This is an optimization exercise on Yosys and OpenROAD, whose aim is small area, a short achievable clock period and few clock cycles per item, not a production implementation. The RTL was checked by simulation tests, not by an equivalence proof against the original design.

==> design.v <==
package mhbs_pkg;
  localparam logic [31:0] MIX_MUL       = 32'h5bd1_e995;
  localparam logic [31:0] RESET_SEED    = 32'h1234_abcd;
  localparam logic [3:0]  RESET_SM1     = 4'd1;
  function automatic logic [1:0] mod3_15(logic [3:0] x);
    case (x)
      4'd0: mod3_15 = 2'd0;
      4'd1: mod3_15 = 2'd1;
      4'd2: mod3_15 = 2'd2;
      4'd3: mod3_15 = 2'd0;
      4'd4: mod3_15 = 2'd1;
      4'd5: mod3_15 = 2'd2;
      4'd6: mod3_15 = 2'd0;
      4'd7: mod3_15 = 2'd1;
      4'd8: mod3_15 = 2'd2;
      4'd9: mod3_15 = 2'd0;
      4'd10: mod3_15 = 2'd1;
      4'd11: mod3_15 = 2'd2;
      4'd12: mod3_15 = 2'd0;
      4'd13: mod3_15 = 2'd1;
      4'd14: mod3_15 = 2'd2;
      default: mod3_15 = 2'd0;
    endcase
  endfunction
  function automatic logic [2:0] mod5_15(logic [3:0] x);
    case (x)
      4'd0: mod5_15 = 3'd0;
      4'd1: mod5_15 = 3'd1;
      4'd2: mod5_15 = 3'd2;
      4'd3: mod5_15 = 3'd3;
      4'd4: mod5_15 = 3'd4;
      4'd5: mod5_15 = 3'd0;
      4'd6: mod5_15 = 3'd1;
      4'd7: mod5_15 = 3'd2;
      4'd8: mod5_15 = 3'd3;
      4'd9: mod5_15 = 3'd4;
      4'd10: mod5_15 = 3'd0;
      4'd11: mod5_15 = 3'd1;
      4'd12: mod5_15 = 3'd2;
      4'd13: mod5_15 = 3'd3;
      4'd14: mod5_15 = 3'd4;
      default: mod5_15 = 3'd0;
    endcase
  endfunction
  function automatic logic [3:0] crt12(logic [3:0] x);
    case (x)
      4'd0: crt12 = 4'd0;
      4'd1: crt12 = 4'd4;
      4'd2: crt12 = 4'd8;
      4'd4: crt12 = 4'd9;
      4'd5: crt12 = 4'd1;
      4'd6: crt12 = 4'd5;
      4'd8: crt12 = 4'd6;
      4'd9: crt12 = 4'd10;
      4'd10: crt12 = 4'd2;
      4'd12: crt12 = 4'd3;
      4'd13: crt12 = 4'd7;
      4'd14: crt12 = 4'd11;
      default: crt12 = 4'd0;
    endcase
  endfunction
endpackage
module murmur2_hash_bucket_select (
  input  logic        clk,
  input  logic        rst_n,
  input  logic        in_valid,
  output logic        in_stall,
  input  logic [31:0] in_data_word,
  input  logic [2:0]  in_valid_bytes,
  input  logic        in_last_word,
  input  logic [7:0]  in_key_length,
  output logic        out_valid,
  input  logic        out_stall,
  output logic [3:0]  out_bucket,
  output logic [31:0] out_hash_value,
  input  logic        cfg_valid,
  output logic        cfg_ready,
  input  logic        cfg_index,
  input  logic [31:0] cfg_data
);
  logic [31:0] seed_r;
  logic [3:0]  sm1_r;        
  logic        adv;
  logic        in_acc;
  logic        in_key_r;     
  logic        v0, blk0, tl0, last0, first0;
  logic [31:0] w0;
  logic [7:0]  len0;
  logic        v1, blk1, tl1, last1, first1;
  logic [31:0] k1_r;
  logic [7:0]  len1;
  logic        v2, blk2, tl2, last2;
  logic [31:0] k2_r;
  logic [31:0] h_r;
  logic        fv;
  logic [31:0] hf_r;
  logic        gv;
  logic [31:0] g_r;
  logic        mv;
  logic [31:0] o_r;
  logic [5:0]  n15_r;
  logic [7:0]  u63_r;
  logic [7:0]  d13_r;
  logic [6:0]  d11_r;
  logic        out_valid_r;
  logic [31:0] out_hash_r;
  logic [3:0]  out_bucket_r;
  assign adv       = !(out_valid_r && out_stall);
  assign in_stall  = !adv;
  assign in_acc    = in_valid && adv;
  assign cfg_ready = 1'b1;
  assign out_valid      = out_valid_r;
  assign out_bucket     = out_bucket_r;
  assign out_hash_value = out_hash_r;
  logic        i_ne, i_blk;
  logic [31:0] i_w;
  always_comb begin
    i_ne    = (in_valid_bytes != 3'd0);
    i_blk   = in_valid_bytes[2];
    i_w[7:0]   = in_data_word[7:0];
    i_w[15:8]  = in_data_word[15:8]  & {8{i_blk | in_valid_bytes[1]}};
    i_w[23:16] = in_data_word[23:16] & {8{i_blk | (in_valid_bytes[1:0] == 2'd3)}};
    i_w[31:24] = in_data_word[31:24] & {8{i_blk}};
  end
  always_ff @(posedge clk) begin
    if (!rst_n) begin
      in_key_r <= 1'b0;
      v0       <= 1'b0;
    end else if (adv) begin
      v0 <= in_valid;
      if (in_valid) in_key_r <= !in_last_word;
    end
  end
  always_ff @(posedge clk) begin
    if (adv) begin
      w0     <= i_w;
      blk0   <= i_blk;
      tl0    <= i_ne && !i_blk;
      last0  <= in_last_word;
      first0 <= !in_key_r;
      len0   <= in_key_length;
    end
  end
  logic [31:0] k1_m, k1_x, k2_m;
  assign k1_x = {k1_r[31:8], k1_r[7:0] ^ k1_r[31:24]};
  mhbs_mulm u_mul_k1 (.x(w0),   .y(k1_m));
  mhbs_mulm u_mul_k2 (.x(k1_x), .y(k2_m));
  always_ff @(posedge clk) begin
    if (!rst_n) begin
      v1 <= 1'b0;
      v2 <= 1'b0;
    end else if (adv) begin
      v1 <= v0;
      v2 <= v1;
    end
  end
  always_ff @(posedge clk) begin
    if (adv) begin
      k1_r  <= blk0 ? k1_m : w0;
      blk1  <= blk0;
      tl1   <= tl0;
      last1  <= last0;
      first1 <= first0;
      len1   <= len0;
      k2_r  <= blk1 ? k2_m : k1_r;
      blk2  <= blk1;
      tl2   <= tl1;
      last2 <= last1;
    end
  end
  logic [31:0] h_a, h_p, h_n;
  logic        prep, ne2;
  assign prep = v1 && first1;
  assign ne2  = blk2 || tl2;
  assign h_a  = h_r ^ (k2_r & {32{tl2}});
  mhbs_mulm u_mul_h (.x(h_a), .y(h_p));
  assign h_n  = h_p ^ (k2_r & {32{blk2}});
  always_ff @(posedge clk) begin
    if (adv) begin
      if (prep)           h_r <= seed_r ^ {24'b0, len1};
      else if (v2 && ne2) h_r <= h_n;
      if (v2 && last2)    hf_r <= ne2 ? h_n : h_r;
    end
  end
  always_ff @(posedge clk) begin
    if (!rst_n) begin
      fv <= 1'b0;
    end else if (adv) begin
      fv <= v2 && last2;
    end
  end
  logic [31:0] f_x, f_g;
  assign f_x = hf_r ^ (hf_r >> 13);
  mhbs_mulm u_mul_f (.x(f_x), .y(f_g));
  always_ff @(posedge clk) begin
    if (!rst_n) begin
      gv          <= 1'b0;
      mv          <= 1'b0;
      out_valid_r <= 1'b0;
    end else if (adv) begin
      gv          <= fv;
      mv          <= gv;
      out_valid_r <= mv;
    end
  end
  logic [31:0] m_o;
  logic [13:0] s14;
  logic [11:0] s12;
  assign m_o = g_r ^ (g_r >> 15);
  mhbs_s14 u_s14 (.x(m_o), .s(s14));    
  mhbs_s12 u_s12 (.x(m_o), .s(s12));    
  logic [5:0] n15;    
  logic [7:0] u63;    
  logic [7:0] d13;    
  logic [6:0] d11;    
  mhbs_n15 u_n15 (.x(s14), .s(n15));   
  mhbs_u63 u_u63 (.x(s14), .s(u63));   
  mhbs_d13 u_d13 (.x(s14), .s(d13));   
  mhbs_d11 u_d11 (.x(s12), .s(d11));   
  logic [4:0] m15;
  logic [3:0] r15;
  logic [6:0] v63;
  logic [5:0] r63;
  logic [1:0] r3;
  logic [2:0] r5, r7;
  logic [3:0] r9, r11, r13;
  logic [3:0] x7;
  logic [4:0] x9;
  logic [5:0] x11, x13;
  logic [3:0] lo;
  logic [2:0] c6;
  logic [3:0] c10, c12, c14;
  logic [3:0] bkt;
  always_comb begin
    lo  = o_r[3:0];
    m15 = 5'(n15_r[3:0]) + 5'(n15_r[5:4]);
    r15 = (m15 >= 5'd15) ? 4'(m15 - 5'd15) : m15[3:0];
    v63 = 7'(u63_r[5:0]) + 7'(u63_r[7:6]);
    r63 = (v63 >= 7'd63) ? 6'(v63 - 7'd63) : v63[5:0];
    r3  = mhbs_pkg::mod3_15(r15);
    r5  = mhbs_pkg::mod5_15(r15);
    x7  = 4'(r63[2:0]) + 4'(r63[5:3]);
    r7  = (x7 >= 4'd14) ? 3'(x7 - 4'd14) : (x7 >= 4'd7) ? 3'(x7 - 4'd7) : x7[2:0];
    x9  = 5'(r63[2:0]) + 5'(3'd7 - r63[5:3]) + 5'd2;
    r9  = (x9 >= 5'd9) ? 4'(x9 - 5'd9) : x9[3:0];
    x13 = 6'(d13_r[3:0]) + 6'(d13_r[7:4]) + {1'b0, d13_r[7:4], 1'b0};
    r13 = (x13 >= 6'd26) ? 4'(x13 - 6'd26) : (x13 >= 6'd13) ? 4'(x13 - 6'd13) : x13[3:0];
    x11 = 6'(d11_r[3:0]) + 6'(d11_r[6:4]) + {1'b0, d11_r[6:4], 2'b0};
    r11 = (x11 >= 6'd33) ? 4'(x11 - 6'd33) : (x11 >= 6'd22) ? 4'(x11 - 6'd22) :
          (x11 >= 6'd11) ? 4'(x11 - 6'd11) : x11[3:0];
    c6  = (r3[0] == lo[0]) ? 3'(r3) : 3'(r3) + 3'd3;
    c10 = (r5[0] == lo[0]) ? 4'(r5) : 4'(r5) + 4'd5;
    c14 = (r7[0] == lo[0]) ? 4'(r7) : 4'(r7) + 4'd7;
    c12 = mhbs_pkg::crt12({lo[1:0], r3});
    case (sm1_r)
      4'd0:    bkt = 4'd0;
      4'd1:    bkt = {3'd0, lo[0]};
      4'd2:    bkt = {2'd0, r3};
      4'd3:    bkt = {2'd0, lo[1:0]};
      4'd4:    bkt = {1'd0, r5};
      4'd5:    bkt = {1'd0, c6};
      4'd6:    bkt = {1'd0, r7};
      4'd7:    bkt = {1'd0, lo[2:0]};
      4'd8:    bkt = r9;
      4'd9:    bkt = c10;
      4'd10:   bkt = r11;
      4'd11:   bkt = c12;
      4'd12:   bkt = r13;
      4'd13:   bkt = c14;
      4'd14:   bkt = r15;
      default: bkt = lo;
    endcase
  end
  always_ff @(posedge clk) begin
    if (adv) begin
      g_r          <= f_g;
      o_r          <= m_o;
      n15_r        <= n15;
      u63_r        <= u63;
      d13_r        <= d13;
      d11_r        <= d11;
      out_hash_r   <= o_r;
      out_bucket_r <= bkt;
    end
  end
  logic [3:0] cfg_sm1;
  always_comb begin
    if (cfg_data[4:0] == 5'd0)                        cfg_sm1 = 4'd0;
    else if (cfg_data[4] && cfg_data[3:0] != 4'd0)    cfg_sm1 = 4'd15;
    else                                              cfg_sm1 = 4'(cfg_data[4:0] - 5'd1);
  end
  always_ff @(posedge clk) begin
    if (!rst_n) begin
      seed_r <= mhbs_pkg::RESET_SEED;
      sm1_r  <= mhbs_pkg::RESET_SM1;
    end else if (cfg_valid) begin
      if (cfg_index) sm1_r  <= cfg_sm1;
      else           seed_r <= cfg_data;
    end
  end
endmodule
module mhbs_fa (
  input  logic a,
  input  logic b,
  input  logic c,
  output logic s,
  output logic co
);
  assign s  = a ^ b ^ c;
  assign co = (a & b) | (a & c) | (b & c);
endmodule
module mhbs_mulm (
  input  logic [31:0] x,
  output logic [31:0] y
);
  logic t1;
  logic t2;
  logic t3;
  logic t4;
  logic t5;
  logic t6;
  logic t7;
  logic t8;
  logic t9;
  logic t10;
  logic t11;
  logic t12;
  logic t13;
  logic t14;
  logic t15;
  logic t16;
  logic t17;
  logic t18;
  logic t19;
  logic t20;
  logic t21;
  logic t22;
  logic t23;
  logic t24;
  logic t25;
  logic t26;
  logic t27;
  logic t28;
  logic t29;
  logic t30;
  logic t31;
  logic t32;
  logic t33;
  logic t34;
  logic t35;
  logic t36;
  logic t37;
  logic t38;
  logic t39;
  logic t40;
  logic t41;
  logic t42;
  logic t43;
  logic t44;
  logic t45;
  logic t46;
  logic t47;
  logic t48;
  logic t49;
  logic t50;
  logic t51;
  logic t52;
  logic t53;
  logic t54;
  logic t55;
  logic t56;
  logic t57;
  logic t58;
  logic t59;
  logic t60;
  logic t61;
  logic t62;
  logic t63;
  logic t64;
  logic t65;
  logic t66;
  logic t67;
  logic t68;
  logic t69;
  logic t70;
  logic t71;
  logic t72;
  logic t73;
  logic t74;
  logic t75;
  logic t76;
  logic t77;
  logic t78;
  logic t79;
  logic t80;
  logic t81;
  logic t82;
  logic t83;
  logic t84;
  logic t85;
  logic t86;
  logic t87;
  logic t88;
  logic t89;
  logic t90;
  logic t91;
  logic t92;
  logic t93;
  logic t94;
  logic t95;
  logic t96;
  logic t97;
  logic t98;
  logic t99;
  logic t100;
  logic t101;
  logic t102;
  logic t103;
  logic t104;
  logic t105;
  logic t106;
  logic t107;
  logic t108;
  logic t109;
  logic t110;
  logic t111;
  logic t112;
  logic t113;
  logic t114;
  logic t115;
  logic t116;
  logic t117;
  logic t118;
  logic t119;
  logic t120;
  logic t121;
  logic t122;
  logic t123;
  logic t124;
  logic t125;
  logic t126;
  logic t127;
  logic t128;
  logic t129;
  logic t130;
  logic t131;
  logic t132;
  logic t133;
  logic t134;
  logic t135;
  logic t136;
  logic t137;
  logic t138;
  logic t139;
  logic t140;
  logic t141;
  logic t142;
  logic t143;
  logic t144;
  logic t145;
  logic t146;
  logic t147;
  logic t148;
  logic t149;
  logic t150;
  logic t151;
  logic t152;
  logic t153;
  logic t154;
  logic t155;
  logic t156;
  logic t157;
  logic t158;
  logic t159;
  logic t160;
  logic t161;
  logic t162;
  logic t163;
  logic t164;
  logic t165;
  logic t166;
  logic t167;
  logic t168;
  logic t169;
  logic t170;
  logic t171;
  logic t172;
  logic t173;
  logic t174;
  logic t175;
  logic t176;
  logic t177;
  logic t178;
  logic t179;
  logic t180;
  logic t181;
  logic t182;
  logic t183;
  logic t184;
  logic t185;
  logic t186;
  logic t187;
  logic t188;
  logic t189;
  logic t190;
  logic t191;
  logic t192;
  logic t193;
  logic t194;
  logic t195;
  logic t196;
  logic t197;
  logic t198;
  logic t199;
  logic t200;
  logic t201;
  logic t202;
  logic t203;
  logic t204;
  logic t205;
  logic t206;
  logic t207;
  logic t208;
  logic t209;
  logic t210;
  logic t211;
  logic t212;
  logic t213;
  logic t214;
  logic t215;
  logic t216;
  logic t217;
  logic t218;
  logic t219;
  logic t220;
  logic t221;
  logic t222;
  logic t223;
  logic t224;
  logic t225;
  logic t226;
  logic t227;
  logic t228;
  logic t229;
  logic t230;
  logic t231;
  logic t232;
  logic t233;
  logic t234;
  logic t235;
  logic t236;
  logic t237;
  logic t238;
  logic t239;
  logic t240;
  logic t241;
  logic t242;
  logic t243;
  logic t244;
  logic t245;
  logic t246;
  logic t247;
  logic t248;
  logic t249;
  logic t250;
  logic t251;
  logic t252;
  logic t253;
  logic t254;
  logic t255;
  logic t256;
  logic t257;
  logic t258;
  logic t259;
  logic t260;
  logic t261;
  logic t262;
  logic t263;
  logic t264;
  logic t265;
  logic t266;
  logic t267;
  logic t268;
  logic t269;
  logic t270;
  logic t271;
  logic t272;
  logic t273;
  logic t274;
  logic t275;
  logic t276;
  logic t277;
  logic t278;
  logic t279;
  logic t280;
  logic t281;
  logic t282;
  logic t283;
  logic t284;
  logic t285;
  logic t286;
  logic t287;
  logic t288;
  logic t289;
  logic t290;
  logic t291;
  logic t292;
  logic t293;
  logic t294;
  logic t295;
  logic t296;
  logic t297;
  logic t298;
  logic t299;
  logic t300;
  logic t301;
  logic t302;
  logic t303;
  logic t304;
  logic t305;
  logic t306;
  logic t307;
  logic t308;
  logic t309;
  logic t310;
  logic t311;
  logic t312;
  logic t313;
  logic t314;
  logic t315;
  mhbs_fa u_fa1 (.a(x[4]), .b(x[2]), .c(x[0]), .s(t1), .co(t2));
  mhbs_fa u_fa2 (.a(x[5]), .b(x[3]), .c(x[1]), .s(t3), .co(t4));
  mhbs_fa u_fa3 (.a(x[6]), .b(x[4]), .c(x[2]), .s(t5), .co(t6));
  mhbs_fa u_fa4 (.a(x[7]), .b(x[5]), .c(x[3]), .s(t7), .co(t8));
  mhbs_fa u_fa5 (.a(x[8]), .b(x[6]), .c(x[4]), .s(t9), .co(t10));
  mhbs_fa u_fa6 (.a(x[9]), .b(x[7]), .c(x[5]), .s(t11), .co(t12));
  mhbs_fa u_fa7 (.a(x[10]), .b(x[8]), .c(x[6]), .s(t13), .co(t14));
  mhbs_fa u_fa8 (.a(x[11]), .b(x[9]), .c(x[7]), .s(t15), .co(t16));
  mhbs_fa u_fa9 (.a(x[2]), .b(x[0]), .c(~x[4]), .s(t17), .co(t18));
  mhbs_fa u_fa10 (.a(x[12]), .b(x[10]), .c(x[8]), .s(t19), .co(t20));
  mhbs_fa u_fa11 (.a(x[3]), .b(x[1]), .c(~x[5]), .s(t21), .co(t22));
  mhbs_fa u_fa12 (.a(x[13]), .b(x[11]), .c(x[9]), .s(t23), .co(t24));
  mhbs_fa u_fa13 (.a(x[14]), .b(x[12]), .c(x[10]), .s(t27), .co(t28));
  mhbs_fa u_fa14 (.a(x[5]), .b(x[3]), .c(~x[7]), .s(t29), .co(t30));
  mhbs_fa u_fa15 (.a(x[15]), .b(x[13]), .c(x[11]), .s(t31), .co(t32));
  mhbs_fa u_fa16 (.a(x[6]), .b(x[4]), .c(~x[8]), .s(t33), .co(t34));
  mhbs_fa u_fa17 (.a(x[16]), .b(x[14]), .c(x[12]), .s(t35), .co(t36));
  mhbs_fa u_fa18 (.a(x[7]), .b(x[5]), .c(~x[9]), .s(t37), .co(t38));
  mhbs_fa u_fa19 (.a(x[17]), .b(x[15]), .c(x[13]), .s(t39), .co(t40));
  mhbs_fa u_fa20 (.a(x[8]), .b(x[6]), .c(x[0]), .s(t41), .co(t42));
  mhbs_fa u_fa21 (.a(x[18]), .b(x[16]), .c(x[14]), .s(t43), .co(t44));
  mhbs_fa u_fa22 (.a(x[9]), .b(x[7]), .c(x[1]), .s(t45), .co(t46));
  mhbs_fa u_fa23 (.a(x[19]), .b(x[17]), .c(x[15]), .s(t47), .co(t48));
  mhbs_fa u_fa24 (.a(x[10]), .b(x[8]), .c(x[2]), .s(t49), .co(t50));
  mhbs_fa u_fa25 (.a(x[20]), .b(x[18]), .c(x[16]), .s(t51), .co(t52));
  mhbs_fa u_fa26 (.a(x[11]), .b(x[9]), .c(x[3]), .s(t53), .co(t54));
  mhbs_fa u_fa27 (.a(~x[0]), .b(x[13]), .c(x[7]), .s(t55), .co(t56));
  mhbs_fa u_fa28 (.a(x[21]), .b(x[19]), .c(x[17]), .s(t57), .co(t58));
  mhbs_fa u_fa29 (.a(x[12]), .b(x[10]), .c(x[4]), .s(t59), .co(t60));
  mhbs_fa u_fa30 (.a(~x[1]), .b(x[14]), .c(x[8]), .s(t61), .co(t62));
  mhbs_fa u_fa31 (.a(x[22]), .b(x[20]), .c(x[18]), .s(t63), .co(t64));
  mhbs_fa u_fa32 (.a(x[13]), .b(x[11]), .c(x[5]), .s(t65), .co(t66));
  mhbs_fa u_fa33 (.a(x[23]), .b(x[21]), .c(x[19]), .s(t69), .co(t70));
  mhbs_fa u_fa34 (.a(x[14]), .b(x[12]), .c(x[6]), .s(t71), .co(t72));
  mhbs_fa u_fa35 (.a(~x[3]), .b(x[16]), .c(x[10]), .s(t73), .co(t74));
  mhbs_fa u_fa36 (.a(x[24]), .b(x[22]), .c(x[20]), .s(t75), .co(t76));
  mhbs_fa u_fa37 (.a(x[15]), .b(x[13]), .c(x[7]), .s(t77), .co(t78));
  mhbs_fa u_fa38 (.a(~x[4]), .b(x[17]), .c(x[11]), .s(t79), .co(t80));
  mhbs_fa u_fa39 (.a(x[25]), .b(x[23]), .c(x[21]), .s(t81), .co(t82));
  mhbs_fa u_fa40 (.a(x[16]), .b(x[14]), .c(x[8]), .s(t83), .co(t84));
  mhbs_fa u_fa41 (.a(~x[5]), .b(x[18]), .c(x[12]), .s(t85), .co(t86));
  mhbs_fa u_fa42 (.a(x[26]), .b(x[24]), .c(x[22]), .s(t87), .co(t88));
  mhbs_fa u_fa43 (.a(x[17]), .b(x[15]), .c(x[9]), .s(t89), .co(t90));
  mhbs_fa u_fa44 (.a(x[13]), .b(x[4]), .c(x[0]), .s(t93), .co(t94));
  mhbs_fa u_fa45 (.a(x[27]), .b(x[25]), .c(x[23]), .s(t95), .co(t96));
  mhbs_fa u_fa46 (.a(x[18]), .b(x[16]), .c(x[10]), .s(t97), .co(t98));
  mhbs_fa u_fa47 (.a(~x[7]), .b(x[20]), .c(x[14]), .s(t99), .co(t100));
  mhbs_fa u_fa48 (.a(x[28]), .b(x[26]), .c(x[24]), .s(t101), .co(t102));
  mhbs_fa u_fa49 (.a(x[19]), .b(x[17]), .c(x[11]), .s(t103), .co(t104));
  mhbs_fa u_fa50 (.a(~x[8]), .b(x[21]), .c(x[15]), .s(t105), .co(t106));
  mhbs_fa u_fa51 (.a(x[29]), .b(x[27]), .c(x[25]), .s(t107), .co(t108));
  mhbs_fa u_fa52 (.a(x[20]), .b(x[18]), .c(x[12]), .s(t109), .co(t110));
  mhbs_fa u_fa53 (.a(x[16]), .b(x[7]), .c(x[3]), .s(t113), .co(t114));
  mhbs_fa u_fa54 (.a(x[30]), .b(x[28]), .c(x[26]), .s(t115), .co(t116));
  mhbs_fa u_fa55 (.a(x[21]), .b(x[19]), .c(x[13]), .s(t117), .co(t118));
  mhbs_fa u_fa56 (.a(~x[10]), .b(x[23]), .c(x[17]), .s(t119), .co(t120));
  mhbs_fa u_fa57 (.a(x[8]), .b(x[4]), .c(x[1]), .s(t121), .co(t122));
  mhbs_fa u_fa58 (.a(t8), .b(t9), .c(~x[1]), .s(t129), .co(t130));
  mhbs_fa u_fa59 (.a(t10), .b(t11), .c(x[0]), .s(t131), .co(t132));
  mhbs_fa u_fa60 (.a(t12), .b(t13), .c(x[1]), .s(t133), .co(t134));
  mhbs_fa u_fa61 (.a(t14), .b(t15), .c(t17), .s(t135), .co(t136));
  mhbs_fa u_fa62 (.a(t16), .b(t18), .c(t19), .s(t137), .co(t138));
  mhbs_fa u_fa63 (.a(t20), .b(t22), .c(t23), .s(t139), .co(t140));
  mhbs_fa u_fa64 (.a(~t25), .b(x[6]), .c(x[0]), .s(t141), .co(t142));
  mhbs_fa u_fa65 (.a(t24), .b(t26), .c(t27), .s(t143), .co(t144));
  mhbs_fa u_fa66 (.a(t28), .b(t30), .c(t31), .s(t145), .co(t146));
  mhbs_fa u_fa67 (.a(t32), .b(t34), .c(t35), .s(t147), .co(t148));
  mhbs_fa u_fa68 (.a(t36), .b(t38), .c(t39), .s(t149), .co(t150));
  mhbs_fa u_fa69 (.a(~t41), .b(x[10]), .c(x[4]), .s(t151), .co(t152));
  mhbs_fa u_fa70 (.a(t40), .b(t42), .c(t43), .s(t153), .co(t154));
  mhbs_fa u_fa71 (.a(~t45), .b(x[11]), .c(x[5]), .s(t155), .co(t156));
  mhbs_fa u_fa72 (.a(t44), .b(t46), .c(t47), .s(t157), .co(t158));
  mhbs_fa u_fa73 (.a(~t49), .b(x[12]), .c(x[6]), .s(t159), .co(t160));
  mhbs_fa u_fa74 (.a(t48), .b(t50), .c(t51), .s(t161), .co(t162));
  mhbs_fa u_fa75 (.a(t52), .b(t54), .c(t57), .s(t163), .co(t164));
  mhbs_fa u_fa76 (.a(~t59), .b(t56), .c(t61), .s(t165), .co(t166));
  mhbs_fa u_fa77 (.a(t58), .b(t60), .c(t63), .s(t167), .co(t168));
  mhbs_fa u_fa78 (.a(t65), .b(t67), .c(~t62), .s(t169), .co(t170));
  mhbs_fa u_fa79 (.a(t64), .b(t66), .c(t68), .s(t171), .co(t172));
  mhbs_fa u_fa80 (.a(t69), .b(t71), .c(~t73), .s(t173), .co(t174));
  mhbs_fa u_fa81 (.a(t70), .b(t72), .c(t75), .s(t175), .co(t176));
  mhbs_fa u_fa82 (.a(~t77), .b(t74), .c(t79), .s(t177), .co(t178));
  mhbs_fa u_fa83 (.a(t76), .b(t78), .c(t81), .s(t179), .co(t180));
  mhbs_fa u_fa84 (.a(~t83), .b(t80), .c(t85), .s(t181), .co(t182));
  mhbs_fa u_fa85 (.a(t82), .b(t84), .c(t87), .s(t183), .co(t184));
  mhbs_fa u_fa86 (.a(t89), .b(t91), .c(~t86), .s(t185), .co(t186));
  mhbs_fa u_fa87 (.a(t88), .b(t90), .c(t92), .s(t187), .co(t188));
  mhbs_fa u_fa88 (.a(t95), .b(t97), .c(~t94), .s(t189), .co(t190));
  mhbs_fa u_fa89 (.a(t99), .b(x[5]), .c(x[1]), .s(t191), .co(t192));
  mhbs_fa u_fa90 (.a(t96), .b(t98), .c(t101), .s(t193), .co(t194));
  mhbs_fa u_fa91 (.a(~t103), .b(t100), .c(t105), .s(t195), .co(t196));
  mhbs_fa u_fa92 (.a(t102), .b(t104), .c(t107), .s(t197), .co(t198));
  mhbs_fa u_fa93 (.a(t109), .b(t111), .c(~t106), .s(t199), .co(t200));
  mhbs_fa u_fa94 (.a(t108), .b(t110), .c(t112), .s(t201), .co(t202));
  mhbs_fa u_fa95 (.a(t115), .b(t117), .c(~t114), .s(t203), .co(t204));
  mhbs_fa u_fa96 (.a(t130), .b(t131), .c(~x[2]), .s(t208), .co(t209));
  mhbs_fa u_fa97 (.a(t132), .b(t133), .c(~x[3]), .s(t210), .co(t211));
  mhbs_fa u_fa98 (.a(t136), .b(t137), .c(t21), .s(t212), .co(t213));
  mhbs_fa u_fa99 (.a(t138), .b(t139), .c(~t141), .s(t214), .co(t215));
  mhbs_fa u_fa100 (.a(t140), .b(t143), .c(t29), .s(t216), .co(t217));
  mhbs_fa u_fa101 (.a(t144), .b(t145), .c(t33), .s(t218), .co(t219));
  mhbs_fa u_fa102 (.a(t146), .b(t147), .c(t37), .s(t220), .co(t221));
  mhbs_fa u_fa103 (.a(t148), .b(t149), .c(~t151), .s(t222), .co(t223));
  mhbs_fa u_fa104 (.a(t150), .b(t153), .c(~t152), .s(t224), .co(t225));
  mhbs_fa u_fa105 (.a(t154), .b(t157), .c(~t156), .s(t226), .co(t227));
  mhbs_fa u_fa106 (.a(t158), .b(t161), .c(t53), .s(t228), .co(t229));
  mhbs_fa u_fa107 (.a(t162), .b(t163), .c(~t165), .s(t230), .co(t231));
  mhbs_fa u_fa108 (.a(t164), .b(t167), .c(t169), .s(t232), .co(t233));
  mhbs_fa u_fa109 (.a(t166), .b(x[9]), .c(x[0]), .s(t234), .co(t235));
  mhbs_fa u_fa110 (.a(t168), .b(t170), .c(t171), .s(t236), .co(t237));
  mhbs_fa u_fa111 (.a(t172), .b(t174), .c(t175), .s(t238), .co(t239));
  mhbs_fa u_fa112 (.a(t176), .b(t179), .c(~t178), .s(t240), .co(t241));
  mhbs_fa u_fa113 (.a(t180), .b(t183), .c(t185), .s(t242), .co(t243));
  mhbs_fa u_fa114 (.a(t184), .b(t186), .c(t187), .s(t244), .co(t245));
  mhbs_fa u_fa115 (.a(t188), .b(t190), .c(t193), .s(t246), .co(t247));
  mhbs_fa u_fa116 (.a(t192), .b(t195), .c(x[6]), .s(t248), .co(t249));
  mhbs_fa u_fa117 (.a(t194), .b(t197), .c(t199), .s(t250), .co(t251));
  mhbs_fa u_fa118 (.a(t196), .b(t113), .c(x[0]), .s(t252), .co(t253));
  mhbs_fa u_fa119 (.a(t198), .b(t200), .c(t201), .s(t254), .co(t255));
  mhbs_fa u_fa120 (.a(~t203), .b(t119), .c(t121), .s(t256), .co(t257));
  mhbs_fa u_fa121 (.a(t211), .b(t134), .c(t135), .s(t259), .co(t260));
  mhbs_fa u_fa122 (.a(t215), .b(t216), .c(~t142), .s(t261), .co(t262));
  mhbs_fa u_fa123 (.a(t217), .b(t218), .c(~x[2]), .s(t263), .co(t264));
  mhbs_fa u_fa124 (.a(t219), .b(t220), .c(~x[3]), .s(t265), .co(t266));
  mhbs_fa u_fa125 (.a(t223), .b(t224), .c(~t155), .s(t267), .co(t268));
  mhbs_fa u_fa126 (.a(t225), .b(t226), .c(~t159), .s(t269), .co(t270));
  mhbs_fa u_fa127 (.a(t227), .b(t228), .c(~t160), .s(t271), .co(t272));
  mhbs_fa u_fa128 (.a(t231), .b(t232), .c(~t234), .s(t273), .co(t274));
  mhbs_fa u_fa129 (.a(t233), .b(t236), .c(t173), .s(t275), .co(t276));
  mhbs_fa u_fa130 (.a(t237), .b(t238), .c(~t177), .s(t277), .co(t278));
  mhbs_fa u_fa131 (.a(t239), .b(t240), .c(~t181), .s(t279), .co(t280));
  mhbs_fa u_fa132 (.a(t241), .b(t242), .c(~t182), .s(t281), .co(t282));
  mhbs_fa u_fa133 (.a(t243), .b(t244), .c(t189), .s(t283), .co(t284));
  mhbs_fa u_fa134 (.a(t245), .b(t246), .c(~t248), .s(t285), .co(t286));
  mhbs_fa u_fa135 (.a(t247), .b(t250), .c(~t249), .s(t287), .co(t288));
  mhbs_fa u_fa136 (.a(t251), .b(t254), .c(~t253), .s(t289), .co(t290));
  mhbs_fa u_fa137 (.a(t266), .b(t221), .c(t222), .s(t292), .co(t293));
  mhbs_fa u_fa138 (.a(t270), .b(t271), .c(~t55), .s(t294), .co(t295));
  mhbs_fa u_fa139 (.a(t272), .b(t229), .c(t230), .s(t296), .co(t297));
  mhbs_fa u_fa140 (.a(t274), .b(t275), .c(~t235), .s(t298), .co(t299));
  mhbs_fa u_fa141 (.a(t276), .b(t277), .c(~x[2]), .s(t300), .co(t301));
  mhbs_fa u_fa142 (.a(t278), .b(t279), .c(~x[3]), .s(t302), .co(t303));
  mhbs_fa u_fa143 (.a(t280), .b(t281), .c(~t93), .s(t304), .co(t305));
  mhbs_fa u_fa144 (.a(t282), .b(t283), .c(~t191), .s(t306), .co(t307));
  mhbs_fa u_fa145 (.a(t284), .b(t285), .c(~x[2]), .s(t308), .co(t309));
  mhbs_fa u_fa146 (.a(t286), .b(t287), .c(~t252), .s(t310), .co(t311));
  mhbs_fa u_fa147 (.a(t288), .b(t289), .c(~t256), .s(t312), .co(t313));
  always_comb begin
    t25 = ~(x[4] ^ x[2]);
    t26 = x[4] | x[2];
    t67 = ~(x[2] ^ ~x[15]);
    t68 = x[2] | ~x[15];
    t91 = ~(x[6] ^ ~x[19]);
    t92 = x[6] | ~x[19];
    t111 = ~(x[9] ^ ~x[22]);
    t112 = x[9] | ~x[22];
    t123 = x[31] ^ x[29] ^ x[27];
    t124 = x[22] ^ x[20] ^ x[14];
    t125 = x[11] ^ x[0] ^ ~x[24];
    t126 = x[18] ^ x[9] ^ x[5];
    t127 = ~(t6 ^ t7);
    t128 = t6 | t7;
    t205 = t116 ^ t118 ^ t123;
    t206 = t124 ^ t125 ^ ~t120;
    t207 = t122 ^ t126 ^ x[2];
    t258 = t202 ^ t204 ^ t205;
    t291 = t255 ^ t258 ^ t206;
    t314 = t290 ^ t291 ^ ~t257;
    t315 = t313 ^ t314 ^ ~t207;
    y = {t315,t311,t309,t307,t305,t303,t301,t299,t298,t297,t295,t294,t268,t293,t292,t264,t262,t261,t213,t260,t259,t209,t208,t128,t127,t4,t2,t1,x[3],x[2],x[1],x[0]} + {1'b0,t312,t310,t308,t306,t304,t302,t300,~x[1],t273,t296,1'b0,t269,t267,1'b0,t265,t263,~x[1],t214,t212,1'b0,t210,1'b0,t129,~x[0],t5,t3,1'b0,x[1],x[0],1'b0,1'b0};
  end
endmodule
module mhbs_s14 (
  input  logic [31:0] x,
  output logic [13:0] s
);
  logic u1;
  logic u2;
  logic u3;
  logic u4;
  logic u5;
  logic u6;
  logic u7;
  logic u8;
  logic u9;
  logic u10;
  logic u11;
  logic u12;
  logic u13;
  logic u14;
  logic u15;
  logic u16;
  logic u17;
  logic u18;
  logic u19;
  logic u20;
  logic u21;
  logic u22;
  logic u23;
  logic u24;
  mhbs_fa u_fa1 (.a(x[25]), .b(x[13]), .c(x[1]), .s(u3), .co(u4));
  mhbs_fa u_fa2 (.a(x[26]), .b(x[14]), .c(x[2]), .s(u5), .co(u6));
  mhbs_fa u_fa3 (.a(x[27]), .b(x[15]), .c(x[3]), .s(u7), .co(u8));
  mhbs_fa u_fa4 (.a(x[28]), .b(x[16]), .c(x[4]), .s(u9), .co(u10));
  mhbs_fa u_fa5 (.a(x[29]), .b(x[17]), .c(x[5]), .s(u11), .co(u12));
  mhbs_fa u_fa6 (.a(x[30]), .b(x[18]), .c(x[6]), .s(u13), .co(u14));
  mhbs_fa u_fa7 (.a(x[31]), .b(x[19]), .c(x[7]), .s(u15), .co(u16));
  always_comb begin
    u1 = x[24] ^ x[12];
    u2 = x[24] & x[12];
    u17 = x[20] ^ x[8];
    u18 = x[20] & x[8];
    u19 = x[21] ^ x[9];
    u20 = x[21] & x[9];
    u21 = x[22] ^ x[10];
    u22 = x[22] & x[10];
    u23 = x[23] ^ x[11];
    u24 = x[23] & x[11];
    s = {1'b0,u24,u22,u20,u18,u16,u14,u12,u10,u8,u6,u4,u2,u1} + {1'b0,1'b0,u23,u21,u19,u17,u15,u13,u11,u9,u7,u5,u3,x[0]};
  end
endmodule
module mhbs_s12 (
  input  logic [31:0] x,
  output logic [11:0] s
);
  logic u1;
  logic u2;
  logic u3;
  logic u4;
  logic u5;
  logic u6;
  logic u7;
  logic u8;
  logic u9;
  logic u10;
  logic u11;
  logic u12;
  logic u13;
  logic u14;
  logic u15;
  logic u16;
  logic u17;
  logic u18;
  logic u19;
  logic u20;
  logic u21;
  logic u22;
  logic u23;
  logic u24;
  logic u25;
  logic u26;
  logic u27;
  logic u28;
  logic u29;
  logic u30;
  logic u31;
  logic u32;
  logic u33;
  logic u34;
  logic u35;
  logic u36;
  logic u37;
  logic u38;
  logic u39;
  logic u40;
  mhbs_fa u_fa1 (.a(x[31]), .b(x[21]), .c(x[11]), .s(u3), .co(u4));
  mhbs_fa u_fa2 (.a(x[1]), .b(u3), .c(u2), .s(u23), .co(u24));
  mhbs_fa u_fa3 (.a(x[2]), .b(u5), .c(u4), .s(u25), .co(u26));
  mhbs_fa u_fa4 (.a(x[3]), .b(u7), .c(u6), .s(u27), .co(u28));
  mhbs_fa u_fa5 (.a(x[4]), .b(u9), .c(u8), .s(u29), .co(u30));
  mhbs_fa u_fa6 (.a(x[5]), .b(u11), .c(u10), .s(u31), .co(u32));
  mhbs_fa u_fa7 (.a(x[6]), .b(u13), .c(u12), .s(u33), .co(u34));
  mhbs_fa u_fa8 (.a(x[7]), .b(u15), .c(u14), .s(u35), .co(u36));
  mhbs_fa u_fa9 (.a(x[8]), .b(u17), .c(u16), .s(u37), .co(u38));
  mhbs_fa u_fa10 (.a(x[9]), .b(u19), .c(u18), .s(u39), .co(u40));
  always_comb begin
    u1 = x[30] ^ x[20];
    u2 = x[30] & x[20];
    u5 = x[22] ^ x[12];
    u6 = x[22] & x[12];
    u7 = x[23] ^ x[13];
    u8 = x[23] & x[13];
    u9 = x[24] ^ x[14];
    u10 = x[24] & x[14];
    u11 = x[25] ^ x[15];
    u12 = x[25] & x[15];
    u13 = x[26] ^ x[16];
    u14 = x[26] & x[16];
    u15 = x[27] ^ x[17];
    u16 = x[27] & x[17];
    u17 = x[28] ^ x[18];
    u18 = x[28] & x[18];
    u19 = x[29] ^ x[19];
    u20 = x[29] & x[19];
    u21 = x[10] ^ x[0];
    u22 = x[10] & x[0];
    s = {1'b0,u40,u38,u36,u34,u32,u30,u28,u26,u24,u22,u21} + {1'b0,u20,u39,u37,u35,u33,u31,u29,u27,u25,u23,u1};
  end
endmodule
module mhbs_n15 (
  input  logic [13:0] x,
  output logic [5:0] s
);
  logic u1;
  logic u2;
  logic u3;
  logic u4;
  logic u5;
  logic u6;
  logic u7;
  logic u8;
  logic u9;
  logic u10;
  logic u11;
  logic u12;
  logic u13;
  logic u14;
  logic u15;
  logic u16;
  mhbs_fa u_fa1 (.a(x[13]), .b(x[9]), .c(x[5]), .s(u3), .co(u4));
  mhbs_fa u_fa2 (.a(x[1]), .b(u3), .c(u2), .s(u11), .co(u12));
  mhbs_fa u_fa3 (.a(x[2]), .b(u5), .c(u4), .s(u13), .co(u14));
  mhbs_fa u_fa4 (.a(x[3]), .b(u7), .c(u6), .s(u15), .co(u16));
  always_comb begin
    u1 = x[12] ^ x[8];
    u2 = x[12] & x[8];
    u5 = x[10] ^ x[6];
    u6 = x[10] & x[6];
    u7 = x[11] ^ x[7];
    u8 = x[11] & x[7];
    u9 = x[4] ^ x[0];
    u10 = x[4] & x[0];
    s = {1'b0,u16,u14,u12,u10,u9} + {1'b0,u8,u15,u13,u11,u1};
  end
endmodule
module mhbs_u63 (
  input  logic [13:0] x,
  output logic [7:0] s
);
  logic u1;
  logic u2;
  logic u3;
  logic u4;
  logic u5;
  logic u6;
  logic u7;
  logic u8;
  logic u9;
  logic u10;
  logic u11;
  logic u12;
  mhbs_fa u_fa1 (.a(x[13]), .b(x[7]), .c(x[1]), .s(u3), .co(u4));
  always_comb begin
    u1 = x[12] ^ x[6];
    u2 = x[12] & x[6];
    u5 = x[8] ^ x[2];
    u6 = x[8] & x[2];
    u7 = x[9] ^ x[3];
    u8 = x[9] & x[3];
    u9 = x[10] ^ x[4];
    u10 = x[10] & x[4];
    u11 = x[11] ^ x[5];
    u12 = x[11] & x[5];
    s = {1'b0,u12,u10,u8,u6,u4,u2,u1} + {1'b0,1'b0,u11,u9,u7,u5,u3,x[0]};
  end
endmodule
module mhbs_d13 (
  input  logic [13:0] x,
  output logic [7:0] s
);
  logic u1;
  logic u2;
  logic u3;
  logic u4;
  logic u5;
  logic u6;
  logic u7;
  logic u8;
  logic u9;
  logic u10;
  logic u11;
  logic u12;
  logic u13;
  logic u14;
  mhbs_fa u_fa1 (.a(~x[7]), .b(x[1]), .c(u1), .s(u5), .co(u6));
  mhbs_fa u_fa2 (.a(~x[8]), .b(x[2]), .c(u2), .s(u7), .co(u8));
  always_comb begin
    u1 = ~x[13];
    u2 = x[13];
    u3 = x[12] ^ ~x[6];
    u4 = x[12] & ~x[6];
    u9 = ~x[9] ^ x[3];
    u10 = ~x[9] & x[3];
    u11 = ~x[10] ^ x[4];
    u12 = ~x[10] & x[4];
    u13 = ~x[11] ^ x[5];
    u14 = ~x[11] & x[5];
    s = {1'b0,u14,u12,u10,u8,u6,u4,u3} + {1'b0,1'b0,u13,u11,u9,u7,u5,x[0]};
  end
endmodule
module mhbs_d11 (
  input  logic [11:0] x,
  output logic [6:0] s
);
  logic u1;
  logic u2;
  logic u3;
  logic u4;
  logic u5;
  logic u6;
  logic u7;
  logic u8;
  logic u9;
  logic u10;
  logic u11;
  logic u12;
  mhbs_fa u_fa1 (.a(~x[6]), .b(x[1]), .c(u1), .s(u5), .co(u6));
  mhbs_fa u_fa2 (.a(~x[7]), .b(x[2]), .c(u2), .s(u7), .co(u8));
  always_comb begin
    u1 = ~x[11];
    u2 = x[11];
    u3 = x[10] ^ ~x[5];
    u4 = x[10] & ~x[5];
    u9 = ~x[8] ^ x[3];
    u10 = ~x[8] & x[3];
    u11 = ~x[9] ^ x[4];
    u12 = ~x[9] & x[4];
    s = {1'b0,u12,u10,u8,u6,u4,u3} + {1'b0,1'b0,u11,u9,u7,u5,x[0]};
  end
endmodule
==> run.sh <==
#!/bin/bash
# synth_recipe.tcl (not shown) runs the flow's synth.tcl, then flattens the netlist and writes it again
# the make line also repeats each setting of config.mk as NAME=value (left out here)
make -C /OpenROAD-flow-scripts/flow DESIGN_CONFIG=/design/flow/config.mk WORK_HOME=/design/flow/orfs CLKGATE_MAP_FILE= SYNTH_SCRIPT=/design/flow/synth_recipe.tcl finish
==> config.mk <==
export PLATFORM = sky130hd
export DESIGN_NAME = murmur2_hash_bucket_select
export DESIGN_NICKNAME = murmur2_hash_bucket_select
export VERILOG_FILES = /design/flow/design.v
export SDC_FILE = /design/flow/constraint.sdc
export NUM_CORES = 4
export LEC_CHECK = 0
export CAP_MARGIN = 20
export CORE_MARGIN = 2
export CORE_UTILIZATION = 60
export SETUP_SLACK_MARGIN = 3
export SLEW_MARGIN = 20
export SYNTH_HIERARCHICAL = 1
export SYNTH_MINIMUM_KEEP_SIZE = 0
==> constraint.sdc <==
create_clock -name core_clock -period 9.0 [get_ports {clk}]
set_input_delay 1.8000 -clock core_clock [delete_from_list [all_inputs] [get_ports {clk}]]
set_output_delay 1.8000 -clock core_clock [all_outputs]
set_load 0.01 [all_outputs]
==> results of run 1 <==
## path summary, 6_finish.rpt
kind	endpoint	cells after the start
setup / recovery	h_r[30]$_DFFE_PP_	20
hold / removal	first1$_DFFE_PN_	0
setup reg to reg	h_r[30]$_DFFE_PP_	20
hold reg to reg	first1$_DFFE_PN_	0
## through the flow
stage | hold slack (ns) | setup slack [ns]
floorplan | 0.400 | 3.00
global placement | 0.401 | 2.20
detailed placement | 0.405 | 2.09
CTS | 0.419 | 2.99
global route | 0.424 | 2.96
finish | 0.415 | 3.13
## layout make-up
class / count / area, µm² / share of cell area [%]
Tap cell: 864 / 1080 / 2.40
Timing Repair Buffer: 271 / 2480 / 5.51
Multi-Input combinational cell: 2618 / 28300 / 62.9
Clock inverter: 30 / 400 / 0.888
Clock buffer: 52 / 1140 / 2.53
Sequential cell: 360 / 10400 / 23.0
Inverter: 328 / 1250 / 2.77
## synthesized netlist by cell type (all sizes together), types with 45 or more instances
master / number
xor2: 140
a211oi: 55
nor2: 103
xnor2: 255
o21ai: 73
nor2b: 75
a21oi: 188
clkbuf: 45
a21o: 72
ha: 248
mux2: 66
edfxtp: 316
fa: 634
inv: 327
nand2: 254
## sequential cells by signal, summed over array words and instances, names as in the netlist, 32 cells and up
signal and count:
o_r 32, g_r 32, h_r 32, hf_r 32, seed_r 32, k2_r 32, w0 32, out_hash_r 32
k1_r 32
## what timing repair did
item / 4_1_cts / 5_1_grt
pin swaps: 15 / 21
setup buffers: 26 / 84
gates cloned: 3 / 1
gates resized for setup: 38 / 50
endpoints found under the setup margin: 36 / 38
## modules after synthesis, one instance, submodules excluded, excerpt
module                      area [µm²]  times used
murmur2_hash_bucket_select       17600           1
mhbs_s14                           646           1
mhbs_n15                           209           1
mhbs_fa                           20.0         614
mhbs_d13                           357           1
mhbs_d11                           285           1
mhbs_u63                           333           1
mhbs_mulm                         1790           4
## worst reg2reg max path: cells and delay by family (launching register included)
family                     cells  cell delay, ns
DFF                            1            0.41
xor gates and xnor gates       3            0.63
and+or+nand+nor                4            0.67
AOI/OAI and AO/OA              4            0.65
adders and majority gates      6            2.69
buffers and inverters          3            0.57
## cell families (layout without fill, tap and decap cells)
logic type / count (synthesis) / count (layout) / synth area share (%)
other: 1 / 1 / 0.00949
and+or+nand+nor: 662 / 663 / 8.33
buffers and inverters: 410 / 681 / 4.04
xor gates and xnor gates: 395 / 395 / 8.76
adders and majority gates: 882 / 882 / 40.0
DFF: 360 / 360 / 26.2
muxes: 86 / 86 / 2.40
AOI/OAI and AO/OA: 591 / 591 / 10.2
## metal layers
layer	part of all wire, %	vias up
li1	-	12000
met1	42	13800
met2	48	974
met3	6.6	207
met4	3.4	2
met5	0.012	-
==> impl_metrics.toml, run 1 <==
[route]
num_vias = 27000
dr.first_iter.drc_count = 2113
final_antenna_net_count = 0
postRouteWirelength_mm = 104
drcViolationCount = 0
wl_per_cell_um = 23.1
viasPerCell = 5.97
firstDrtPassIters = 5

[finish]
finalNonFillerCells = 4523
final_nets = 4587
drive_gt1_share_pct = 11.8
n_antenna_cell = 0
fin_util_pct = 68.8
finalInstanceArea_mm2 = 0.0451
num-fill-cells = 4802
final_common_cell = "fa_1"
layout_common_cells = "fa_1 (628), inv_1 (320), edfxtp_1 (316), nand2_1 (242), ha_1 (241)"
synthToLayoutAreaGrowth_pct = 14.0

[die]
die_area_mm2 = 0.0679
core_area_mm2 = 0.0655
start_util_pct = 60.3
ioPinCount = 121
die_h_um = 261
num_rows = 94
die_w_um = 261

[run_status]
status = "finished clean"

[worst_setup_path]
r2r_slack_ns = 3.13
cp.arrival_ns = 6.18
worstPathCellList = "buf_4 -> buf_16 -> nand2_2 -> xnor2_4 -> buf_4 -> fa_1 -> fa_1 -> fa_1 -> fa_2 -> fa_1 -> ha_4 -> and3_1 -> nand4_1 -> o21ba_1 -> and4b_2 -> o21ai_1 -> a21oi_1 -> xnor2_2 -> xor2_1 -> a21oi_1"
end_kind = "flop"
crit_fanout = 16
critical_path_required_ns = 9.31
crit_type = "flop to flop"
critPathMaxStageDelay_ns = 0.53
cp-startpoint = "tl2$_DFFE_PN_"
r2r-start = "tl2$_DFFE_PN_"
setup.worst_path.start_class = "flop"
cp_top_family = "adder cells"
slowest_stage = "fa_1"
critPathBufInv = 3
cpMostUsedCell = "fa_1"

[timing]
rsz0062_at_grt = "true"
hold_violations = 0
setup_viol = 0
finalMaxSlewViolations = 0
period_minus_slack_ns = 5.87
worst_slew_pin_slew_ns = 0.973
setup_tns_ns = 0
fmax_mhz = 170
skew_ns = 0.0327
maxSlewHeadroom_pct = 35.1
period_share_pct = 65.2

[job]
maxCapViolCount = 0

[place]
dp.cells = 4327
place.gp.congestion = 0.922
dpl_cell_area_mm2 = 0.0420
io_buffers = 119
hpwl_mm = 81.1

[global_routing]
grt_pass1_vias = 28800
grt.total_usage_pct = 31.8
overflow = 0
use_met1_pct = 43.3
busiest_layer = "met2"
use_met3_pct = 5.67
antenna_found_initial = 2
grt_pass1_wl_mm = 164
met2_usage_pct = 52.0
grt_start_max_net_pins = 98

[logic_synthesis]
synth.largest_area_cell = "fa_1"
ys_top_cells_by_area = "fa_1 (32%), edfxtp_1 (24%), ha_1 (7.9%)"
synth_ff_type = "edfxtp_1"
synth-async-reset-ratio_pct = 0
synth_warnings = 14
syn_avg_cell_area_um2 = 11.7
yosysTopAreaCellShare_pct = 32.1
synth_edf_count = 316
syn_area_mm2 = 0.0395
synthCells = 3387
synth_fp_nets = 4351
yosysSeqAreaShare_pct = 26.2
ys_seq_elements = 360
synth_cell_types = 93

[hold_path]
worstHoldStart = "first0$_DFFE_PN_"
hp-class = "flop to flop"

[cts]
clk_pin_slew_ns = 0.06
clock_sinks = 360
cts_root_buf = "clkbuf_16"
cts_tree = "done"
hold_buffers = 0
htreeDepth = 2
clock_path_buffers = 3
worstSkewPairLatency_ns = 0.61
numCtsBuffers = 44
Testbench counts, summed over its fixed seeds: cycles 19,770, keys 3,000.
==> inputs of run 2 (changes only) <==
--- a/config.mk
+++ b/config.mk
@@ -8,7 +8,7 @@
 export CAP_MARGIN = 20
 export CORE_MARGIN = 2
 export CORE_UTILIZATION = 60
-export SETUP_SLACK_MARGIN = 3
+export SETUP_SLACK_MARGIN = 3.25
 export SLEW_MARGIN = 20
 export SYNTH_HIERARCHICAL = 1
 export SYNTH_MINIMUM_KEEP_SIZE = 0
==> impl_metrics.toml, run 2 <==
[logic_synthesis]
synth-async-reset-ratio_pct = 0
syn_area_mm2 = 0.0395
synth_ff_type = "edfxtp_1"
synthCells = 3387
ys_top_cells_by_area = "fa_1 (32%), edfxtp_1 (24%), ha_1 (7.9%)"
yosysSeqAreaShare_pct = 26.2
synth_cell_types = 93
synth_edf_count = 316
yosysTopAreaCellShare_pct = 32.1
synth_warnings = 14
synth_commonest_cells = "fa_1 (634), inv_1 (327), edfxtp_1 (316)"
ys_seq_elements = 360
synth.largest_area_cell = "fa_1"
syn_avg_cell_area_um2 = 11.7
yosysMostFrequentCell = "fa_1"
synth_fp_nets = 4351

[worst_setup_path]
cp.arrival_ns = 6.12
cpMostUsedCell = "fa_1"
slowest_stage = "fa_1"
cp-startpoint = "tl2$_DFFE_PN_"
worstPathCellList = "buf_8 -> buf_12 -> nand2_2 -> xnor2_4 -> buf_4 -> fa_1 -> fa_1 -> fa_1 -> fa_2 -> fa_2 -> ha_4 -> and4_4 -> nand4_1 -> o21ba_1 -> and4b_2 -> o21bai_1 -> a21oi_2 -> xnor2_2 -> xnor2_1 -> a21oi_1"
cp_top_family = "adder cells"
crit_fanout = 7
end_kind = "flop"
r2r-start = "tl2$_DFFE_PN_"
crit_type = "flop to flop"
critPathMaxStageDelay_ns = 0.53
critical_path_required_ns = 9.27
setup.worst_path.start_class = "flop"
critPathBufInv = 3

[route]
wl_met3_mm = 7.64
wl_per_cell_um = 23.6
postRouteWirelength_mm = 109
final_antenna_net_count = 0
viasPerCell = 5.97
wl_met1_mm = 44.8
dr.first_iter.drc_count = 2174
routed.top_layer = "met5"
met2_wirelength_mm = 52.5
drcViolationCount = 0
num_vias = 27600
firstDrtPassIters = 5

[timing]
skew_ns = 0.0387
hold_ws_ns = 0.420
finalMaxSlewViolations = 0
setup_tns_ns = 0
period_minus_slack_ns = 5.85
maxSlewHeadroom_pct = 31.5
worst_slew_pin_slew_ns = 1.03
fmax_mhz = 171
setup_viol = 0
period_share_pct = 65.0
rsz0062_at_grt = "true"
hold_violations = 0

[die]
die_w_um = 261
die_area_mm2 = 0.0679
num_rows = 94
die_h_um = 261
ioPinCount = 121
core_area_mm2 = 0.0655
start_util_pct = 60.3

[finish]
num-fill-cells = 4565
layout_common_cells = "fa_1 (595), edfxtp_1 (316), inv_1 (310), ha_1 (232), nand2_1 (226)"
synthToLayoutAreaGrowth_pct = 17.6
final_nets = 4678
drive_gt1_share_pct = 16.7
n_antenna_cell = 0
regArea_mm2 = 0.0104
multi_input_area_mm2 = 0.0288
final_common_cell = "fa_1"

[global_routing]
antenna_found_initial = 1
grt.total_usage_pct = 32.8
overflow = 0
grt_pass1_vias = 28900
grt_pass1_wl_mm = 167
grt_start_max_net_pins = 98

[cts]
clock_sinks = 360
cts_root_buf = "clkbuf_16"
hold_buffers = 0
cts_tree = "done"
htreeDepth = 2
worstSkewPairLatency_ns = 0.61
numCtsBuffers = 43
clock_path_buffers = 3
clk_pin_slew_ns = 0.06

[job]
maxCapViolCount = 0

[hold_path]
worstHoldStart = "o_r[15]$_DFFE_PN_"
hp-class = "flop to flop"

[place]
io_buffers = 119
place.gp.congestion = 0.975
hpwl_mm = 81.8

[run_status]
status = "finished clean"
run 2: cell counts after synthesis:
Identical to the previous run, type by type.
run 2: cells by family after synthesis:
kind of cell    count (synthesis)  share of synthesized area (%)
fa+ha+maj                     882                           40.0
flops                         360                           26.2
mux                            86                           2.40
simple gates                  662                           8.33
xor+xnor                      395                           8.76
buf+inv                       410                           4.04
compound gates                591                           10.2
other cells                     1                        0.00949
run 2: what timing repair did:
| action | in CTS | in global routing |
|---|---|---|
| gates cloned | 5 | 1 |
| setup endpoints to repair | 43 | 61 |
| pin swaps | 50 | 91 |
| resized for setup | 97 | 134 |
| setup buffers | 87 | 112 |
run 2: per-layer routing:
metal / global-route usage (%) / up-vias
li1: - / 12200
met1: 44.7 / 14000
met2: 53.7 / 1050
met3: 5.96 / 253
met4: 10.8 / 2
met5: 0 / -
run 2: stage by stage:
step                worst slack [ns]  area (µm²)  utilization [%]  instances
floorplan                       3.25       40000                -       3387
global placement                2.63       42200             64.4       4328
detailed placement              2.52       42200             64.4       4328
CTS                             3.22       45000             68.6       4500
global route                    2.99       46500             70.9       4613
finish                          3.15       46500             70.9       4613
run 2: worst paths after layout:
check             slack [ns]                  endpoint  depth (start not counted)
setup / recovery        3.15        hf_r[28]$_DFFE_PP_                         20
hold / removal          0.42  out_hash_r[15]$_DFFE_PN_                          0
setup reg to reg        3.15        hf_r[28]$_DFFE_PP_                         20
hold reg to reg         0.42  out_hash_r[15]$_DFFE_PN_                          0
run 2: cell type report:
| type | count | area share (%) |
|---|---|---|
| sequential | 360 | 22.3 |
| tap | 864 | 2.33 |
| clock buffer | 52 | 2.50 |
| inverter | 328 | 2.71 |
| timing repair buffer | 364 | 7.43 |
| multi-input combinational | 2617 | 62.1 |
| clock inverter | 28 | 0.655 |
run 2: Yosys stat by module (local to each module, per instance):
module                      area (µm²)  cells inside
murmur2_hash_bucket_select       17600          1437
mhbs_mulm                         1790           258
mhbs_s14                           646            82
mhbs_s12                           627            77
mhbs_d13                           357            47
mhbs_u63                           333            41
mhbs_d11                           285            36
mhbs_n15                           209            21
mhbs_fa                           20.0             1
==> inputs of run 3 (changes only) <==
--- a/design.v
+++ b/design.v
@@ -90,7 +90,8 @@
   logic [31:0] k1_r;
   logic [7:0]  len1;
   logic        v2, blk2, tl2, last2;
-  logic [31:0] k2_r;
+  logic [31:0] km2_r;        
+  logic [31:0] tm2_r;        
   logic [31:0] h_r;
   logic        fv;
   logic [31:0] hf_r;
@@ -162,7 +163,8 @@
       last1  <= last0;
       first1 <= first0;
       len1   <= len0;
-      k2_r  <= blk1 ? k2_m : k1_r;
+      km2_r <= blk1 ? k2_m : 32'd0;
+      tm2_r <= tl1  ? k1_r : 32'd0;
       blk2  <= blk1;
       tl2   <= tl1;
       last2 <= last1;
@@ -172,9 +174,9 @@
   logic        prep, ne2;
   assign prep = v1 && first1;
   assign ne2  = blk2 || tl2;
-  assign h_a  = h_r ^ (k2_r & {32{tl2}});
+  assign h_a  = h_r ^ tm2_r;
   mhbs_mulm u_mul_h (.x(h_a), .y(h_p));
-  assign h_n  = h_p ^ (k2_r & {32{blk2}});
+  assign h_n  = h_p ^ km2_r;
   always_ff @(posedge clk) begin
     if (adv) begin
       if (prep)           h_r <= seed_r ^ {24'b0, len1};
--- a/config.mk
+++ b/config.mk
@@ -8,7 +8,7 @@
 export CAP_MARGIN = 20
 export CORE_MARGIN = 2
 export CORE_UTILIZATION = 60
-export SETUP_SLACK_MARGIN = 3.25
+export SETUP_SLACK_MARGIN = 3
 export SLEW_MARGIN = 20
 export SYNTH_HIERARCHICAL = 1
 export SYNTH_MINIMUM_KEEP_SIZE = 0
==> impl_metrics.toml, run 3 <==
[finish]
num-fill-cells = 4938
synthToLayoutAreaGrowth_pct = 10.8
regArea_mm2 = 0.0113
final_nets = 4457
drive_gt1_share_pct = 7.53
multi_input_area_mm2 = 0.0270
final_common_cell = "fa_1"
n_antenna_cell = 0
layout_common_cells = "fa_1 (634), edfxtp_1 (348), inv_1 (330), ha_1 (248), xnor2_1 (219)"

[worst_setup_path]
cp.arrival_ns = 6.14
critical_path_required_ns = 9.35
cp_top_family = "adder cells"
worstPathCellList = "inv_1 -> fa_1 -> fa_1 -> fa_1 -> inv_1 -> fa_1 -> fa_1 -> ha_1 -> and3_1 -> and4_1 -> nand2_1 -> o221ai_2 -> o221ai_2 -> xnor2_1 -> mux2_2"
setup.worst_path.start_class = "flop"
critPathBufInv = 2
critPathMaxStageDelay_ns = 0.88
crit_fanout = 12
slowest_stage = "edfxtp_1"
cpMostUsedCell = "fa_1"
end_kind = "flop"
crit_type = "flop to flop"

[timing]
fin_ws_ns = 3.21
period_minus_slack_ns = 5.79
fmax_mhz = 173
setup_viol = 0
setup_tns_ns = 0
hold_violations = 0
skew_ns = 0.0477
period_share_pct = 64.3
maxSlewHeadroom_pct = 30.1
finalMaxSlewViolations = 0
rsz0062_at_grt = "false"
worst_slew_pin_slew_ns = 1.05

[route]
drcViolationCount = 0
wl_per_cell_um = 23.2
num_vias = 26300
viasPerCell = 5.98
postRouteWirelength_mm = 102
final_antenna_net_count = 0
dr.first_iter.drc_count = 2104
firstDrtPassIters = 5

[die]
ioPinCount = 121
die_area_mm2 = 0.0682
start_util_pct = 60.5
core_area_mm2 = 0.0656
die_h_um = 261
die_w_um = 261
num_rows = 94

[cts]
clock_path_buffers = 3
cts_root_buf = "clkbuf_16"
numCtsBuffers = 47
cts_tree = "done"
clock_sinks = 392
worstSkewPairLatency_ns = 0.62
hold_buffers = 0
clk_pin_slew_ns = 0.06
htreeDepth = 2

[place]
place.gp.congestion = 0.968
pre_cts_ws_ns = 2.66
io_buffers = 119
hpwl_mm = 80.9

[logic_synthesis]
synth_cell_types = 96
syn_avg_cell_area_um2 = 11.9
synth.largest_area_cell = "fa_1"
synth_edf_count = 348
synth-async-reset-ratio_pct = 0
ys_top_cells_by_area = "fa_1 (32%), edfxtp_1 (26%), ha_1 (7.8%)"
syn_area_mm2 = 0.0397
synthCells = 3323
synth_fp_nets = 4287
ys_seq_elements = 392
synth_warnings = 14
synth_commonest_cells = "fa_1 (634), edfxtp_1 (348), inv_1 (332)"
synth_ff_type = "edfxtp_1"
yosysMostFrequentCell = "fa_1"
yosysTopAreaCellShare_pct = 32.0
yosysSeqAreaShare_pct = 28.6

[global_routing]
grt_pass1_wl_mm = 160
antenna_found_initial = 2
overflow = 0
grt_pass1_vias = 28200
grt.total_usage_pct = 31.1
grt_start_max_net_pins = 81

[run_status]
status = "finished clean"

[job]
maxCapViolCount = 0

[hold_path]
hp-class = "flop to flop"
==> run 3: cell types whose count changed after synthesis, moves of 7 or more <==
cell,previous run,this run
mux2_2,66,35
xnor2_1,255,220
edfxtp_1,316,348
nand2_1,254,199
nor2b_1,73,35
and2_1,24,85
buf_1,14,7
nor2_1,102,133
a211oi_1,49,17
==> run 3: metrics by stage <==
stage,hold WS [ns],std cells,utilization [%],cell area (µm²)
floorplan,0.400,3323,-,39700
global placement,0.403,4291,64.1,42100
detailed placement,0.405,4291,64.1,42100
global route,0.423,4395,67.0,44000
CTS,0.418,4378,66.6,43700
finish,0.417,4395,67.0,44000
==> run 3: per-module statistics from Yosys (local to each module, per instance) <==
| module | cell area [µm²] | cells | times used | flip-flops and latches |
|---|---|---|---|---|
| mhbs_n15 | 209 | 21 | 1 | 0 |
| mhbs_d13 | 357 | 47 | 1 | 0 |
| mhbs_s14 | 646 | 82 | 1 | 0 |
| mhbs_mulm | 1790 | 258 | 4 | 0 |
| mhbs_s12 | 627 | 77 | 1 | 0 |
| mhbs_u63 | 333 | 41 | 1 | 0 |
| mhbs_d11 | 285 | 36 | 1 | 0 |
| murmur2_hash_bucket_select | 17800 | 1373 | 1 | 392 |
| mhbs_fa | 20.0 | 1 | 614 | 0 |
==> run 3: timing repair <==
action | in CTS | in global routing
pin swaps | 0 | 3
setup endpoints to repair | 14 | 31
gates cloned | 0 | 0
resized for setup | 5 | 14
setup buffers | 0 | 17
==> run 3: area by class of cell <==
class                           count  area share (%)
Multi-Input combinational cell   2527            61.3
Sequential cell                   392            25.8
Timing Repair Buffer              191            3.95
Inverter                          334            2.87
Clock buffer                       55            2.84
Tap cell                          864            2.46
Clock inverter                     32           0.791
==> run 3: path summary, 6_finish.rpt <==
check	from	end	slack, ns	depth (start not counted)
worst min-delay path	o_r[9]$_DFFE_PN_	out_hash_r[9]$_DFFE_PN_	0.42	0
worst max register to register	w0[0]$_DFFE_PN_	k1_r[31]$_DFFE_PN_	3.21	15
worst max-delay path	w0[0]$_DFFE_PN_	k1_r[31]$_DFFE_PN_	3.21	15
worst min register to register	o_r[9]$_DFFE_PN_	out_hash_r[9]$_DFFE_PN_	0.42	0
==> run 3: worst register-to-register path: stages, from the launching register on <==
cell and delay [ns]:
edfxtp_1 0.88, inv_1 0.44, fa_1 0.55, fa_1 0.44
fa_1 0.55, inv_1 0.05, fa_1 0.40, fa_1 0.44
ha_1 0.40, and3_1 0.24, and4_1 0.26, nand2_1 0.08
o221ai_2 0.25, o221ai_2 0.16, xnor2_1 0.14, mux2_2 0.26
==> run 3: routing by layer <==
| layer | part of all wire [%] | wire length [µm] | up-vias | global-route usage, % |
|---|---|---|---|---|
| met5 | 0.013 | 13 | - | 0 |
| met4 | 3.4 | 3500 | 2 | 9.97 |
| li1 | - | - | 11600 | - |
| met3 | 7.1 | 7290 | 196 | 6.26 |
| met2 | 49 | 50100 | 951 | 52.2 |
| met1 | 40 | 41100 | 13500 | 40.9 |
==> run 3: cells by family after synthesis <==
group           Yosys count  share of synthesized area [%]
simple gates            668                           8.56
buf+inv                 404                           3.95
other cells               1                        0.00945
fa+ha+maj               882                           39.8
xor+xnor                364                           8.04
compound gates          559                           9.63
mux                      53                           1.45
flops                   392                           28.6
Testbench counts of run 3, summed over its fixed seeds: cycles 19,770, keys 3,000.

==> re-timing with driven ports <==
The flow's constraints put no driver on any port. The routed layouts listed below were extracted and timed again, unchanged, in two steps. Step 1 (the two cells are an assumption about what drives the block):
set clk [get_ports {clk}]
set_driving_cell -lib_cell sky130_fd_sc_hd__clkbuf_16 $clk
set_driving_cell -lib_cell sky130_fd_sc_hd__buf_2 [delete_from_list [all_inputs] $clk]
Step 2 moves the port delays by t, midway between the first and last clock arrival at a register: inputs arrive t later, outputs are due t later. That takes back most of the time a late clock gives input paths. Slacks: ideal / step 1 / step 2; pairs: ideal / step 1.
run	t, ns	slack for setup (ns)	slew at the worst register clock pin (ns)
run 1	0.657	3.128 / 3.128 / 3.128	0.08 / 0.08
run 2	0.655	3.149 / 3.149 / 3.149	0.07 / 0.07
run 3	0.663	3.213 / 3.207 / 3.207	0.07 / 0.07
After both steps every run listed still meets setup and hold. The setup slack of run 3, which loses most, moves by -0.006 ns with the drivers and by -0.006 ns with both steps.
